This is an optimization exercise on Yosys and OpenROAD, whose aim is small area, not a production implementation. Where RTL was checked, it was by simulation tests only, not by an equivalence proof against the original.

==> fjord <==
Design rgb_to_hsl_converter_core, start of the top module:
module rgb_to_hsl_converter_core #(
  parameter int HUE_BITS = 12
) (
  input  logic                clk,
  input  logic                rst,
  input  logic                start,
  output logic                busy,
  input  logic [23:0]         pixel,
  output logic                done,
  output logic [HUE_BITS-1:0] hue,
  output logic [7:0]          saturation,
  output logic [7:0]          lightness,
  output logic                achromatic
);
  assign busy = rst;
  logic [7:0] r, g, b;
  assign r = pixel[23:16];
  assign g = pixel[15:8];
  assign b = pixel[7:0];
  logic gt_rg, gt_gr, gt_gb, gt_bg, gt_br, gt_rb;
  rhsl_cmp u_c_rg (.a(r), .b(g), .gt(gt_rg), .lt(gt_gr));
  rhsl_cmp u_c_gb (.a(g), .b(b), .gt(gt_gb), .lt(gt_bg));
  rhsl_cmp u_c_br (.a(b), .b(r), .gt(gt_br), .lt(gt_rb));
  logic [5:0] ks;   
  assign ks[0] = gt_rg  & !gt_bg;    
  assign ks[1] = !gt_rg & gt_rb;     
  assign ks[2] = gt_gb  & !gt_rb;    
  assign ks[3] = !gt_gb & gt_gr;     
  assign ks[4] = gt_br  & !gt_gr;    
  assign ks[5] = !gt_br & gt_bg;     
  logic [7:0] hi, lo, fa, fb;
  assign hi = (!gt_gr && !gt_br) ? r : (!gt_bg ? g : b);
  assign lo = (!gt_rg && !gt_rb) ? r : (!gt_gb ? g : b);
  ...
Settings: LEC_CHECK=0, ABC_AREA=1, CAP_MARGIN=20, CORE_MARGIN=2, CORE_UTILIZATION=40, CTS_CLUSTER_DIAMETER=120, CTS_CLUSTER_SIZE=32, SLEW_MARGIN=20; clock period 5.5 ns.
standard.sh (not shown) runs the stock make flow with config.mk's settings and CLKGATE_MAP_FILE= SYNTH_SCRIPT=/design/flow/synth_recipe.tcl, a recipe that flattens the netlist after the stock synthesis.
==> flow/flow/run.sh <==
#!/bin/bash
# The standard layout (standard.sh) with three changes:
#  - synthesis maps the logic with the ABC script below (choice computation
#    with -f, mapping, buffering and downsizing, but no upsizing) instead of
#    ORFS's abc_area.script;
#  - synthesis leaves adders to ABC (ADDER_MAP_FILE empty: no full- and
#    half-adder cells are extracted first); registers are untouched by both,
#    as they are mapped before, and the rest of ORFS's synthesis is the same;
#  - every port is buffered by a buf_1 instead of the delay buffer that
#    buffer_ports picks by default.
# Each tool's full output lands in make.log and under orfs/logs/.
set -euo pipefail
rm -rf scripts
cp -r "$FLOW_HOME/scripts" scripts
printf '%s\n' 'strash' 'dch -f' 'map -B 0.9' 'topo' 'stime -c' 'buffer -c' 'dnsize -c' > scripts/abc_area.script
bash standard.sh SCRIPTS_DIR="$PWD/scripts" ADDER_MAP_FILE= BUFFER_PORTS_ARGS="-buffer_cell sky130_fd_sc_hd__buf_1" finish > make.log 2>&1
==> nickel: changes against fjord <==
==> flow/design.v (replaced) <==
`timescale 1ns / 1ps
module rhsl_div #(
  parameter int W = 10
) (
  input  logic [W-1:0] rem_in,
  input  logic         bit_in,
  input  logic [W-1:0] divisor,
  output logic [W-1:0] rem_out,
  output logic         q
);
  logic [W:0]   t, d;
  logic [W+1:0] bo;
  assign t     = {rem_in, bit_in};
  assign d     = {1'b0, divisor};
  assign bo[0] = 1'b0;
  for (genvar i = 0; i <= W; i++) begin : g_borrow
    assign bo[i+1] = (~t[i] & d[i]) | (~(t[i] & ~d[i]) & bo[i]);
  end
  assign q = ~bo[W+1];
  for (genvar i = 0; i < W; i++) begin : g_rem
    assign rem_out[i] = t[i] ^ (q & (d[i] ^ bo[i]));
  end
endmodule
module rhsl_cmp (
  input  logic [7:0] a,
  input  logic [7:0] b,
  output logic       gt,
  output logic       lt
);
  logic [8:0] g, l;
  assign g[0] = 1'b0;
  assign l[0] = 1'b0;
  for (genvar i = 0; i < 8; i++) begin : g_bit
    assign g[i+1] = (a[i] & ~b[i]) | (~(~a[i] & b[i]) & g[i]);
    assign l[i+1] = (~a[i] & b[i]) | (~(a[i] & ~b[i]) & l[i]);
  end
  assign gt = g[8];
  assign lt = l[8];
endmodule
`timescale 1ns / 1ps
module rgb_to_hsl_converter_core #(
  parameter int HUE_BITS = 12
) (
  input  logic                clk,
  input  logic                rst,
  input  logic                start,
  output logic                busy,
  input  logic [23:0]         pixel,
  output logic                done,
  output logic [HUE_BITS-1:0] hue,
  output logic [7:0]          saturation,
  output logic [7:0]          lightness,
  output logic                achromatic
);
  assign busy = rst;
  logic [7:0] r, g, b;
  assign r = pixel[23:16];
  assign g = pixel[15:8];
  assign b = pixel[7:0];
  logic gt_rg, gt_gr, gt_gb, gt_bg, gt_br, gt_rb;
  rhsl_cmp u_c_rg (.a(r), .b(g), .gt(gt_rg), .lt(gt_gr));
  rhsl_cmp u_c_gb (.a(g), .b(b), .gt(gt_gb), .lt(gt_bg));
  rhsl_cmp u_c_br (.a(b), .b(r), .gt(gt_br), .lt(gt_rb));
  logic [5:0] ks;   
  assign ks[0] = gt_rg  & !gt_bg;    
  assign ks[1] = !gt_rg & gt_rb;     
  assign ks[2] = gt_gb  & !gt_rb;    
  assign ks[3] = !gt_gb & gt_gr;     
  assign ks[4] = gt_br  & !gt_gr;    
  assign ks[5] = !gt_br & gt_bg;     
  logic [7:0] hi, lo, fa, fb;
  assign hi = (!gt_gr && !gt_br) ? r : (!gt_bg ? g : b);
  assign lo = (!gt_rg && !gt_rb) ? r : (!gt_gb ? g : b);
  assign fa = (ks[4] | ks[5]) ? r : ((ks[0] | ks[1]) ? g : b);
  assign fb = (ks[0] | ks[5]) ? b : ((ks[1] | ks[2]) ? r : g);
  logic [7:0] f0, delta0;
  logic [8:0] sum0;
  logic [2:0] k0;
  assign delta0 = hi - lo;
  assign f0     = fa - fb;
  assign sum0   = {1'b0, hi} + {1'b0, lo};
  assign k0     = {ks[3] | ks[4] | ks[5], ks[2] | ks[5], ks[1] | ks[4]};   
  logic [7:0] r1_hf;
  always_ff @(posedge clk) r1_hf <= f0;
  logic [7:0] r1_hdelta;
  always_ff @(posedge clk) r1_hdelta <= delta0;
  logic [2:0] r1_k;
  always_ff @(posedge clk) r1_k <= k0;
  logic [8:0] r1_ssum;
  always_ff @(posedge clk) r1_ssum <= sum0;
  logic [7:0] r1_sdelta;
  always_ff @(posedge clk) r1_sdelta <= delta0;
  logic [9:0] hi1_d3, hi1_e;
  logic [10:0] hi1_d5;
  assign hi1_d3 = {2'b0, r1_hdelta} + {1'b0, r1_hdelta, 1'b0};
  assign hi1_d5 = {3'b0, r1_hdelta} + {1'b0, r1_hdelta, 2'b0};
  assign hi1_e = (r1_k[1:0] == 2'd0) ? {1'b0, hi1_d3[9:1]} :
               (r1_k[1:0] == 2'd1) ? {3'b0, r1_hdelta[7:1]} : hi1_d5[10:1];
  logic [9:0] h2_r; logic h2_q;
  rhsl_div #(.W(10)) u_h2 (.rem_in({1'b0, r1_hf, 1'b0}), .bit_in(hi1_e[9]), .divisor(hi1_d3), .rem_out(h2_r), .q(h2_q));
  logic [9:0] h2_qv; assign h2_qv = 10'd0 | (10'(h2_q) << 9);
  logic [7:0] si3_den;
  logic [8:0] si3_t, si3_ls;
  assign si3_den = r1_ssum[8] ? 8'(9'd510 - r1_ssum) : r1_ssum[7:0];
  assign si3_t   = {2'b0, si3_den[7:1]} - {1'b0, r1_sdelta};
  assign si3_ls  = r1_ssum + 9'd1;
  logic [7:0] s4_r; logic s4_q;
  rhsl_div #(.W(8)) u_s4 (.rem_in((r1_sdelta - {7'b0, si3_t[8]})), .bit_in(si3_t[7:0][7]), .divisor(si3_den), .rem_out(s4_r), .q(s4_q));
  logic [7:0] s4_qv; assign s4_qv = 8'd0 | (8'(s4_q) << 7);
  logic [2:0] r2_k;
  always_ff @(posedge clk) r2_k <= r1_k;
  logic [9:0] r2_hr;
  always_ff @(posedge clk) r2_hr <= h2_r;
  logic [9:0] r2_hd;
  always_ff @(posedge clk) r2_hd <= hi1_d3;
  logic [9:0] r2_he;
  always_ff @(posedge clk) r2_he <= hi1_e;
  logic [9:0] r2_hq;
  always_ff @(posedge clk) r2_hq <= h2_qv;
  logic [7:0] r2_sr;
  always_ff @(posedge clk) r2_sr <= s4_r;
  logic [7:0] r2_sd;
  always_ff @(posedge clk) r2_sd <= si3_den;
  logic [7:0] r2_se;
  always_ff @(posedge clk) r2_se <= si3_t[7:0];
  logic [7:0] r2_sq;
  always_ff @(posedge clk) r2_sq <= s4_qv;
  logic r2_sc;
  always_ff @(posedge clk) r2_sc <= r1_ssum[8];
  logic [9:0] h5_r; logic h5_q;
  rhsl_div #(.W(10)) u_h5 (.rem_in(r2_hr), .bit_in(r2_he[8]), .divisor(r2_hd), .rem_out(h5_r), .q(h5_q));
  logic [9:0] h5_qv; assign h5_qv = r2_hq | (10'(h5_q) << 8);
  logic [9:0] h6_r; logic h6_q;
  rhsl_div #(.W(10)) u_h6 (.rem_in(h5_r), .bit_in(r2_he[7]), .divisor(r2_hd), .rem_out(h6_r), .q(h6_q));
  logic [9:0] h6_qv; assign h6_qv = h5_qv | (10'(h6_q) << 7);
  logic [9:0] h7_r; logic h7_q;
  rhsl_div #(.W(10)) u_h7 (.rem_in(h6_r), .bit_in(r2_he[6]), .divisor(r2_hd), .rem_out(h7_r), .q(h7_q));
  logic [9:0] h7_qv; assign h7_qv = h6_qv | (10'(h7_q) << 6);
  logic [7:0] s8_r; logic s8_q;
  rhsl_div #(.W(8)) u_s8 (.rem_in(r2_sr), .bit_in(r2_se[6]), .divisor(r2_sd), .rem_out(s8_r), .q(s8_q));
  logic [7:0] s8_qv; assign s8_qv = r2_sq | (8'(s8_q) << 6);
  logic [7:0] s9_r; logic s9_q;
  rhsl_div #(.W(8)) u_s9 (.rem_in(s8_r), .bit_in(r2_se[5]), .divisor(r2_sd), .rem_out(s9_r), .q(s9_q));
  logic [7:0] s9_qv; assign s9_qv = s8_qv | (8'(s9_q) << 5);
  logic [2:0] r3_k;
  always_ff @(posedge clk) r3_k <= r2_k;
  logic [9:0] r3_hr;
  always_ff @(posedge clk) r3_hr <= h7_r;
  logic [9:0] r3_hd;
  always_ff @(posedge clk) r3_hd <= r2_hd;
  logic [9:0] r3_he;
  always_ff @(posedge clk) r3_he <= r2_he;
  logic [9:0] r3_hq;
  always_ff @(posedge clk) r3_hq <= h7_qv;
  logic [7:0] r3_sr;
  always_ff @(posedge clk) r3_sr <= s9_r;
  logic [7:0] r3_sd;
  always_ff @(posedge clk) r3_sd <= r2_sd;
  logic [7:0] r3_se;
  always_ff @(posedge clk) r3_se <= r2_se;
  logic [7:0] r3_sq;
  always_ff @(posedge clk) r3_sq <= s9_qv;
  logic r3_sc;
  always_ff @(posedge clk) r3_sc <= r2_sc;
  logic [9:0] h10_r; logic h10_q;
  rhsl_div #(.W(10)) u_h10 (.rem_in(r3_hr), .bit_in(r3_he[5]), .divisor(r3_hd), .rem_out(h10_r), .q(h10_q));
  logic [9:0] h10_qv; assign h10_qv = r3_hq | (10'(h10_q) << 5);
  logic [9:0] h11_r; logic h11_q;
  rhsl_div #(.W(10)) u_h11 (.rem_in(h10_r), .bit_in(r3_he[4]), .divisor(r3_hd), .rem_out(h11_r), .q(h11_q));
  logic [9:0] h11_qv; assign h11_qv = h10_qv | (10'(h11_q) << 4);
  logic [9:0] h12_r; logic h12_q;
  rhsl_div #(.W(10)) u_h12 (.rem_in(h11_r), .bit_in(r3_he[3]), .divisor(r3_hd), .rem_out(h12_r), .q(h12_q));
  logic [9:0] h12_qv; assign h12_qv = h11_qv | (10'(h12_q) << 3);
  logic [7:0] s13_r; logic s13_q;
  rhsl_div #(.W(8)) u_s13 (.rem_in(r3_sr), .bit_in(r3_se[4]), .divisor(r3_sd), .rem_out(s13_r), .q(s13_q));
  logic [7:0] s13_qv; assign s13_qv = r3_sq | (8'(s13_q) << 4);
  logic [7:0] s14_r; logic s14_q;
  rhsl_div #(.W(8)) u_s14 (.rem_in(s13_r), .bit_in(r3_se[3]), .divisor(r3_sd), .rem_out(s14_r), .q(s14_q));
  logic [7:0] s14_qv; assign s14_qv = s13_qv | (8'(s14_q) << 3);
  logic [7:0] s15_r; logic s15_q;
  rhsl_div #(.W(8)) u_s15 (.rem_in(s14_r), .bit_in(r3_se[2]), .divisor(r3_sd), .rem_out(s15_r), .q(s15_q));
  logic [7:0] s15_qv; assign s15_qv = s14_qv | (8'(s15_q) << 2);
  logic [2:0] r4_k;
  always_ff @(posedge clk) r4_k <= r3_k;
  logic [9:0] r4_hr;
  always_ff @(posedge clk) r4_hr <= h12_r;
  logic [9:0] r4_hd;
  always_ff @(posedge clk) r4_hd <= r3_hd;
  logic [9:0] r4_he;
  always_ff @(posedge clk) r4_he <= r3_he;
  logic [9:0] r4_hq;
  always_ff @(posedge clk) r4_hq <= h12_qv;
  logic [7:0] r4_sr;
  always_ff @(posedge clk) r4_sr <= s15_r;
  logic [7:0] r4_sd;
  always_ff @(posedge clk) r4_sd <= r3_sd;
  logic [7:0] r4_se;
  always_ff @(posedge clk) r4_se <= r3_se;
  logic [7:0] r4_sq;
  always_ff @(posedge clk) r4_sq <= s15_qv;
  logic r4_sc;
  always_ff @(posedge clk) r4_sc <= r3_sc;
  logic [9:0] h16_r; logic h16_q;
  rhsl_div #(.W(10)) u_h16 (.rem_in(r4_hr), .bit_in(r4_he[2]), .divisor(r4_hd), .rem_out(h16_r), .q(h16_q));
  logic [9:0] h16_qv; assign h16_qv = r4_hq | (10'(h16_q) << 2);
  logic [9:0] h17_r; logic h17_q;
  rhsl_div #(.W(10)) u_h17 (.rem_in(h16_r), .bit_in(r4_he[1]), .divisor(r4_hd), .rem_out(h17_r), .q(h17_q));
  logic [9:0] h17_qv; assign h17_qv = h16_qv | (10'(h17_q) << 1);
  logic [9:0] h18_r; logic h18_q;
  rhsl_div #(.W(10)) u_h18 (.rem_in(h17_r), .bit_in(r4_he[0]), .divisor(r4_hd), .rem_out(h18_r), .q(h18_q));
  logic [9:0] h18_qv; assign h18_qv = h17_qv | (10'(h18_q) << 0);
  logic [7:0] s19_r; logic s19_q;
  rhsl_div #(.W(8)) u_s19 (.rem_in(r4_sr), .bit_in(r4_se[1]), .divisor(r4_sd), .rem_out(s19_r), .q(s19_q));
  logic [7:0] s19_qv; assign s19_qv = r4_sq | (8'(s19_q) << 1);
  logic [7:0] s20_r; logic s20_q;
  rhsl_div #(.W(8)) u_s20 (.rem_in(s19_r), .bit_in(r4_se[0]), .divisor(r4_sd), .rem_out(s20_r), .q(s20_q));
  logic [7:0] s20_qv; assign s20_qv = s19_qv | (8'(s20_q) << 0);
  logic [7:0] lt21_l;
  assign lt21_l = r4_sc ? {1'b1, ~r4_sd[7:1]} : 8'(({1'b0, r4_sd} + 9'd1) >> 1);
  logic [2:0] r5_k;
  always_ff @(posedge clk) r5_k <= r4_k;
  logic [9:0] r5_hq;
  always_ff @(posedge clk) r5_hq <= h18_qv;
  logic [7:0] r5_sq;
  always_ff @(posedge clk) r5_sq <= s20_qv;
  logic r5_gray;
  always_ff @(posedge clk) r5_gray <= (r4_hd == 10'd0);
  logic [7:0] r5_light;
  always_ff @(posedge clk) r5_light <= lt21_l;
  logic [4:0] v;
  always_ff @(posedge clk) begin
    if (rst) v <= '0;
    else v <= {v[3:0], start};
  end
  assign done = v[4];
  logic [10:0] kb;
  assign kb = (r5_k[1:0] == 2'd1) ? 11'd683 : (r5_k[1:0] == 2'd2) ? 11'd1365 : 11'd0;
  assign hue        = r5_gray ? '0 : {r5_k[2], 11'(kb + {1'b0, r5_hq})};
  assign saturation = r5_gray ? '0 : r5_sq;
  assign lightness  = r5_light;
  assign achromatic = r5_gray;
endmodule
==> flow/flow/run.sh (replaced) <==
#!/bin/bash
# The standard layout (standard.sh) with two changes:
#  - synthesis maps with ABC's area-oriented script below instead of ORFS's
#    abc_area.script (registers are untouched: they are mapped before ABC runs);
#  - every port is buffered by a buf_1 instead of the delay buffer that
#    buffer_ports picks by default.
# Each tool's full output lands in make.log and under orfs/logs/.
set -euo pipefail
rm -rf scripts
cp -r "$FLOW_HOME/scripts" scripts
printf '%s\n' strash "dch -f" "map -D 4600" topo 'stime -c' 'buffer -c' 'upsize -c' 'dnsize -c' > scripts/abc_area.script
bash standard.sh SCRIPTS_DIR="$PWD/scripts" BUFFER_PORTS_ARGS="-buffer_cell sky130_fd_sc_hd__buf_1" finish > make.log 2>&1
CTS_CLUSTER_DIAMETER = 100   (was 120)
CTS_CLUSTER_SIZE = 24   (was 32)
==> sierra: changes against fjord <==
--- a/flow/design.v
+++ b/flow/design.v
@@ -16,31 +16,14 @@
   for (genvar i = 0; i <= W; i++) begin : g_borrow
     assign bo[i+1] = (~t[i] & d[i]) | (~(t[i] & ~d[i]) & bo[i]);
   end
   assign q = ~bo[W+1];
   for (genvar i = 0; i < W; i++) begin : g_rem
     assign rem_out[i] = t[i] ^ (q & (d[i] ^ bo[i]));
   end
-endmodule
-module rhsl_add #(
-  parameter int W = 8
-) (
-  input  logic [W-1:0] a,
-  input  logic [W-1:0] b,
-  input  logic         ci,
-  output logic [W-1:0] s,
-  output logic         co
-);
-  logic [W:0] c;
-  assign c[0] = ci;
-  for (genvar i = 0; i < W; i++) begin : g_bit
-    assign c[i+1] = (a[i] & b[i]) | (~(~a[i] & ~b[i]) & c[i]);
-    assign s[i]   = a[i] ^ b[i] ^ c[i];
-  end
-  assign co = c[W];
 endmodule
 module rhsl_cmp (
   input  logic [7:0] a,
   input  logic [7:0] b,
   output logic       gt,
   output logic       lt
 );
@@ -89,22 +72,22 @@
   assign hi = (!gt_gr && !gt_br) ? r : (!gt_bg ? g : b);
   assign lo = (!gt_rg && !gt_rb) ? r : (!gt_gb ? g : b);
   assign fa = (ks[4] | ks[5]) ? r : ((ks[0] | ks[1]) ? g : b);
   assign fb = (ks[0] | ks[5]) ? b : ((ks[1] | ks[2]) ? r : g);
   logic [7:0] f0, delta0;
   logic [8:0] sum0;
   logic [2:0] k0;
-  rhsl_add #(.W(8)) u_delta (.a(hi), .b(~lo), .ci(1'b1), .s(delta0), .co());
-  rhsl_add #(.W(8)) u_f     (.a(fa), .b(~fb), .ci(1'b1), .s(f0), .co());
-  rhsl_add #(.W(8)) u_sum   (.a(hi), .b(lo), .ci(1'b0), .s(sum0[7:0]), .co(sum0[8]));
+  assign delta0 = hi - lo;
+  assign f0     = fa - fb;
+  assign sum0   = {1'b0, hi} + {1'b0, lo};
   assign k0     = {ks[3] | ks[4] | ks[5], ks[2] | ks[5], ks[1] | ks[4]};   
-  logic [7:0] sp1;
+  logic [8:0] sp1;
   logic [7:0] den0;
   logic       c0;
-  rhsl_add #(.W(8)) u_sp1 (.a(sum0[7:0]), .b(8'd0), .ci(1'b1), .s(sp1), .co());
+  assign sp1  = sum0 + 9'd1;
   assign c0   = sum0[8];
   assign den0 = c0 ? ~sp1[7:0] : sum0[7:0];
   logic [7:0] r1_hf;
   always_ff @(posedge clk) r1_hf <= f0;
   logic [7:0] r1_hdelta;
   always_ff @(posedge clk) r1_hdelta <= delta0;
   logic [2:0] r1_k;
@@ -113,29 +96,27 @@
   always_ff @(posedge clk) r1_sden <= den0;
   logic r1_sc;
   always_ff @(posedge clk) r1_sc <= c0;
   logic [7:0] r1_sdelta;
   always_ff @(posedge clk) r1_sdelta <= delta0;
   logic [9:0] hi1_d3, hi1_e;
   logic [10:0] hi1_d5;
-  rhsl_add #(.W(9)) u_hi1_d3 (.a({1'b0, r1_hdelta}), .b({r1_hdelta, 1'b0}), .ci(1'b0), .s(hi1_d3[8:0]), .co(hi1_d3[9]));
-  rhsl_add #(.W(10)) u_hi1_d5 (.a({2'b0, r1_hdelta}), .b({r1_hdelta, 2'b0}), .ci(1'b0), .s(hi1_d5[9:0]), .co(hi1_d5[10]));
+  assign hi1_d3 = {2'b0, r1_hdelta} + {1'b0, r1_hdelta, 1'b0};
+  assign hi1_d5 = {3'b0, r1_hdelta} + {1'b0, r1_hdelta, 2'b0};
   assign hi1_e = (r1_k[1:0] == 2'd0) ? {1'b0, hi1_d3[9:1]} :
                (r1_k[1:0] == 2'd1) ? {3'b0, r1_hdelta[7:1]} : hi1_d5[10:1];
   logic [9:0] h2_r; logic h2_q;
   rhsl_div #(.W(10)) u_h2 (.rem_in({1'b0, r1_hf, 1'b0}), .bit_in(hi1_e[9]), .divisor((hi1_d3 | {(r1_hdelta == 8'd0), 9'b0})), .rem_out(h2_r), .q(h2_q));
   logic [9:0] h2_qv; assign h2_qv = 10'd0 | (10'(h2_q) << 9);
   logic [8:0] si3_t;
-  logic [7:0] si3_r0;
-  rhsl_add #(.W(9)) u_si3_t (.a({2'b0, r1_sden[7:1]}), .b(~{1'b0, r1_sdelta}), .ci(1'b1), .s(si3_t), .co());
-  rhsl_add #(.W(8)) u_si3_r0 (.a(r1_sdelta), .b({8{si3_t[8]}}), .ci(1'b0), .s(si3_r0), .co());
+  assign si3_t = {2'b0, r1_sden[7:1]} - {1'b0, r1_sdelta};
   logic [7:0] si3_lo;
   assign si3_lo = si3_t[7:0];
   logic [7:0] s4_r; logic s4_q;
-  rhsl_div #(.W(8)) u_s4 (.rem_in(si3_r0), .bit_in(si3_lo[7]), .divisor(r1_sden), .rem_out(s4_r), .q(s4_q));
+  rhsl_div #(.W(8)) u_s4 (.rem_in((r1_sdelta - {7'b0, si3_t[8]})), .bit_in(si3_lo[7]), .divisor(r1_sden), .rem_out(s4_r), .q(s4_q));
   logic [7:0] s4_qv; assign s4_qv = 8'd0 | (8'(s4_q) << 7);
   logic [2:0] r2_k;
   always_ff @(posedge clk) r2_k <= r1_k;
   logic r2_sc;
   always_ff @(posedge clk) r2_sc <= r1_sc;
   logic [9:0] r2_hr;
   always_ff @(posedge clk) r2_hr <= h2_r;
@@ -237,18 +218,16 @@
   logic [9:0] h18_qv; assign h18_qv = h17_qv | (10'(h18_q) << 0);
   logic [7:0] s19_r; logic s19_q;
   rhsl_div #(.W(8)) u_s19 (.rem_in(r4_sr), .bit_in(r4_se[1]), .divisor(r4_sd), .rem_out(s19_r), .q(s19_q));
   logic [7:0] s19_qv; assign s19_qv = r4_sq | (8'(s19_q) << 1);
   logic [7:0] s20_r; logic s20_q;
   rhsl_div #(.W(8)) u_s20 (.rem_in(s19_r), .bit_in(r4_se[0]), .divisor(r4_sd), .rem_out(s20_r), .q(s20_q));
   logic [7:0] s20_qv; assign s20_qv = s19_qv | (8'(s20_q) << 0);
-  logic [7:0] lt21_l, lt21_i;
-  logic lt21_ic;
-  rhsl_add #(.W(8)) u_lt21_i (.a(r4_sd), .b(8'd0), .ci(1'b1), .s(lt21_i), .co(lt21_ic));
-  assign lt21_l = r4_sc ? {1'b1, ~r4_sd[7:1]} : {lt21_ic, lt21_i[7:1]};
+  logic [7:0] lt21_l;
+  assign lt21_l = r4_sc ? {1'b1, ~r4_sd[7:1]} : 8'(({1'b0, r4_sd} + 9'd1) >> 1);
   logic [2:0] r5_k;
   always_ff @(posedge clk) r5_k <= r4_k;
   logic [9:0] r5_hq;
   always_ff @(posedge clk) r5_hq <= h18_qv;
   logic [7:0] r5_sq;
   always_ff @(posedge clk) r5_sq <= s20_qv;
   logic r5_gray;
@@ -259,14 +238,12 @@
   always_ff @(posedge clk) begin
     if (rst) v <= '0;
     else v <= {v[3:0], start};
   end
   assign done = v[4];
   logic [10:0] kb;
   assign kb = (r5_k[1:0] == 2'd1) ? 11'd683 : (r5_k[1:0] == 2'd2) ? 11'd1365 : 11'd0;
-  logic [10:0] hsum;
-  rhsl_add #(.W(11)) u_hsum (.a(kb), .b({1'b0, r5_hq}), .ci(1'b0), .s(hsum), .co());
-  assign hue        = {r5_k[2], hsum};
+  assign hue        = {r5_k[2], 11'(kb + {1'b0, r5_hq})};
   assign saturation = r5_gray ? '0 : r5_sq;
   assign lightness  = r5_light;
   assign achromatic = r5_gray;
 endmodule
==> flow/flow/run.sh (replaced) <==
#!/bin/bash
# The standard layout (standard.sh) with two changes:
#  - synthesis maps the logic with the ABC script below (choice computation
#    with -f, mapping, buffering and downsizing, but no upsizing) instead of
#    ORFS's abc_area.script; registers are untouched, as ABC runs after they
#    are mapped, and the rest of ORFS's synthesis is the same;
#  - every port is buffered by a buf_1 instead of the delay buffer that
#    buffer_ports picks by default.
# Each tool's full output lands in make.log and under orfs/logs/.
set -euo pipefail
rm -rf scripts
cp -r "$FLOW_HOME/scripts" scripts
printf '%s\n' 'strash' 'dc2' 'dch -f' 'map -B 0.9' 'topo' 'stime -c' 'buffer -c' 'dnsize -c' > scripts/abc_area.script
bash standard.sh SCRIPTS_DIR="$PWD/scripts" ADDER_MAP_FILE= BUFFER_PORTS_ARGS="-buffer_cell sky130_fd_sc_hd__buf_1" finish > make.log 2>&1
==> qor summary <==
	sierra	nickel	fjord
Via count of the routed design	15100	13500	12800
Wire length on met3	1.83 mm	1.28 mm	848 um
Critical path fanouts, max	7	6	7
CP dominant cell by count	nand3_2	buf_4	nor2_1
Number of global-route vias before repair	14300	12800	11600
Clock edge transition at the registers on the reported setup and hold paths	0.12 ns	0.10 ns	0.12 ns
Drt via density	4.98	4.87	4.62
Worst-case setup margin in the final layout	-1.07 ns	-0.352 ns	0.682 ns
Xor-xnor portion of the synthesized cell area	11.0%	11.9%	12.3%
Run status	finished with violations	finished with violations	no timing/DRC/antenna violations
Layout check failures	setup timing	setup timing	-
Commonest non-fill, non-tap cell in the layout	buf_4	nand2_1	nand2_1
The RTL of fjord was laid out without a check of its function.

[re-timing with driven ports]
How much do the figures lean on ideal ports? The routed layouts below were timed once more, with nothing changed but the port constraints. Step 1 (the two cells are an assumption about what drives the block):
set clk [get_ports {clk}]
set_driving_cell -lib_cell sky130_fd_sc_hd__clkbuf_16 $clk
set_driving_cell -lib_cell sky130_fd_sc_hd__buf_2 [delete_from_list [all_inputs] $clk]
Step 2 adds t to the input delays and takes it off the output delays; t is the mean of the earliest and latest rising clock arrival at the registers after step 1. Input paths then give back, and output paths get back, about the clock's delay inside the block. a / b / c = ideal ports / drivers / drivers and shift; a / b = the first two.
run	t, ns	setup WS [ns]	worst register clock-pin slew, ns
fjord	0.509	0.682 / 0.682 / 0.290	0.12 / 0.12
nickel	0.519	-0.352 / -0.352 / -0.352	0.10 / 0.10
sierra	0.526	-1.069 / -1.069 / -1.069	0.12 / 0.12
For fjord, which loses most, drivers alone change the setup slack by 0.000 ns; drivers and shift together by -0.392 ns.
